Context: an optimization exercise on an open-source flow, tuned for small area, a short achievable clock period and few clock cycles per item. The choices shown serve that exercise and are no tape-out recipe.
Only simulation tests tie the RTL to the original design; equivalence was not proved.
No activity file was given, so power comes from the tool's default toggle rates.

// ekf_slam_core
module ekf_slam_core (
  input  logic          clk,
  input  logic          sys_rst,
  input  logic          i_stage_valid,
  input  logic [76:0]   i_stage_cmd,
  input  logic [31:0]   i_plb_dout,
  input  logic          i_nl_done,
  input  logic [191:0]  i_nl_result,
  output logic          o_stage_ready,
  output logic          o_plb_en,
  output logic          o_plb_we,
  output logic [31:0]   o_plb_addr,
  output logic [31:0]   o_plb_din,
  output logic          o_nl_init,
  output logic [2:0]    o_nl_stage,
  output logic [159:0]  o_nl_operand
);
  logic [2:0]  in_stage;
  logic [9:0]  in_lk;
  logic [31:0] in_rk, in_phi;
  assign in_stage = i_stage_cmd[76:74];
  assign in_lk    = i_stage_cmd[73:64];
  assign in_rk    = i_stage_cmd[63:32];
  assign in_phi   = i_stage_cmd[31:0];
  logic in_prd, in_new, in_upd, in_legal;
  assign in_prd   = (in_stage == 3'd1);
  assign in_new   = (in_stage == 3'd2);
  assign in_upd   = (in_stage == 3'd3);
  assign in_legal = in_prd | in_new | in_upd;
  logic [31:0] r0, r1, r2, r3;
  assign r0 = i_nl_result[191:160];
  assign r1 = i_nl_result[159:128];
  assign r2 = i_nl_result[127:96];
  assign r3 = i_nl_result[95:64];
  logic        nl_busy;
  logic        c_prd, c_new, c_upd;
  logic [9:0]  c_lk;
  logic [31:0] c_rk, c_phi;
  logic [31:0] px, py, pt;
  logic        pv;
  logic [1:0]  pp;
  logic [31:0] lx, ly;
  logic [9:0]  tag;
  logic        lxv, lyv;
  logic        lw_q;
  logic        rq_x, rq_y, rq_t, rq_lx, rq_ly;
  logic [1:0]  pw;
  logic [1:0]  ww;
  logic        w_upd;
  logic [9:0]  w_lk;
  logic busy_prd, busy_nu, m_done, all_done, idle;
  assign busy_prd = nl_busy & c_prd;
  assign busy_nu  = nl_busy & ~c_prd;
  assign m_done   = nl_busy & i_nl_done;
  assign all_done = ~nl_busy & (pw == 2'd0) & (ww == 2'd0);
  assign idle     = all_done & ~i_stage_valid;
  logic lx_fly, ly_fly, rd_pose, rd_lx, rd_ly, rd_any;
  assign lx_fly  = rq_lx;
  assign ly_fly  = rq_ly;
  assign rd_pose = ~pv & (pp != 2'd3);
  assign rd_lx   = ~rd_pose & lw_q & ~lxv & ~lx_fly;
  ...
Size: about 1700 cells after synthesis, ~540 I/O pins, roughly 18000 sq um of cells after synthesis.
export LEC_CHECK = 0
export CAP_MARGIN = 20
export CORE_MARGIN = 2
export CORE_UTILIZATION = 40
export CTS_CLUSTER_DIAMETER = 80
export CTS_CLUSTER_SIZE = 40
export SETUP_SLACK_MARGIN = 1.2
export SLEW_MARGIN = 20
create_clock -name core_clock -period 5.0 [get_ports {clk}]
standard.sh (not shown) runs the stock make flow with config.mk's settings and CLKGATE_MAP_FILE= SYNTH_SCRIPT=/design/flow/synth_recipe.tcl, a recipe that flattens the netlist after the stock synthesis.
==> flow/flow/run.sh <==
#!/bin/bash
# Standard layout, with plain buffers (buf_1) on the ports in place of the
# delay buffers buffer_ports picks by default.
set -euo pipefail
export BUFFER_PORTS_ARGS="-buffer_cell sky130_fd_sc_hd__buf_1"
bash standard.sh > standard.log 2>&1
The starting point went through all stages and came out clean.
Testbench counts at the start, summed over its fixed seeds: cycles 11,126, commands 1,920.
==> next run, changes <==
--- a/flow/config.mk
+++ b/flow/config.mk
@@ -6,9 +6,8 @@
 export NUM_CORES = 4
 export LEC_CHECK = 0
+export ABC_AREA = 1
 export CAP_MARGIN = 20
 export CORE_MARGIN = 2
 export CORE_UTILIZATION = 40
-export CTS_CLUSTER_DIAMETER = 80
-export CTS_CLUSTER_SIZE = 40
 export SETUP_SLACK_MARGIN = 1.2
 export SLEW_MARGIN = 20
The new run finished with timing, DRC and antenna clean.
Synthesized area went up by 5.7%.
Count of clock-buffer cells in the layout went up by 31.
Wire length went up by 11%.
Cell count went up by 25%.
Worst setup slack gains 0.066 ns.
==> next run, changes <==
--- a/flow/config.mk
+++ b/flow/config.mk
@@ -6,5 +6,4 @@
 export NUM_CORES = 4
 export LEC_CHECK = 0
-export ABC_AREA = 1
 export CAP_MARGIN = 20
 export CORE_MARGIN = 2
Result: Wire length fell by roughly a tenth. Setup slack gets worse by 0.065 ns. Sequential share of layout area rose by 1.3 points. Cell area fell by a few percent. Total power fell by a few percent. Clock-buffer cell count fell by 8.

[static timing again, ports no longer ideal]
In the flow no input, the clock included, has a driving cell. The finished layouts below were timed again as built, in two steps.
Step 1 sets driving cells, clkbuf_16 on the clock port and buf_2 on the other inputs (assumed; they add their load-dependent delay and slew).
Step 2 moves the port delays by t, midway between the first and last clock arrival at a register: inputs arrive t later, outputs are due t later. That takes back most of the time a late clock gives input paths.
Three values: ideal ports, drivers, drivers and shift; two values: the first two.
run | t, ns | setup slack, ns | slew at the worst register clock pin (ns)
the first run | 0.595 | 1.275 / 1.221 / 0.782 | 0.11 / 0.11
the second run | 0.605 | 1.341 / 1.283 / 0.868 | 0.06 / 0.06
the third run | 0.599 | 1.276 / 1.216 / 0.797 | 0.07 / 0.07
After both steps setup and hold are still met in every run listed. For the first run, which loses most, drivers alone change the setup slack by -0.054 ns; drivers and shift together by -0.493 ns.
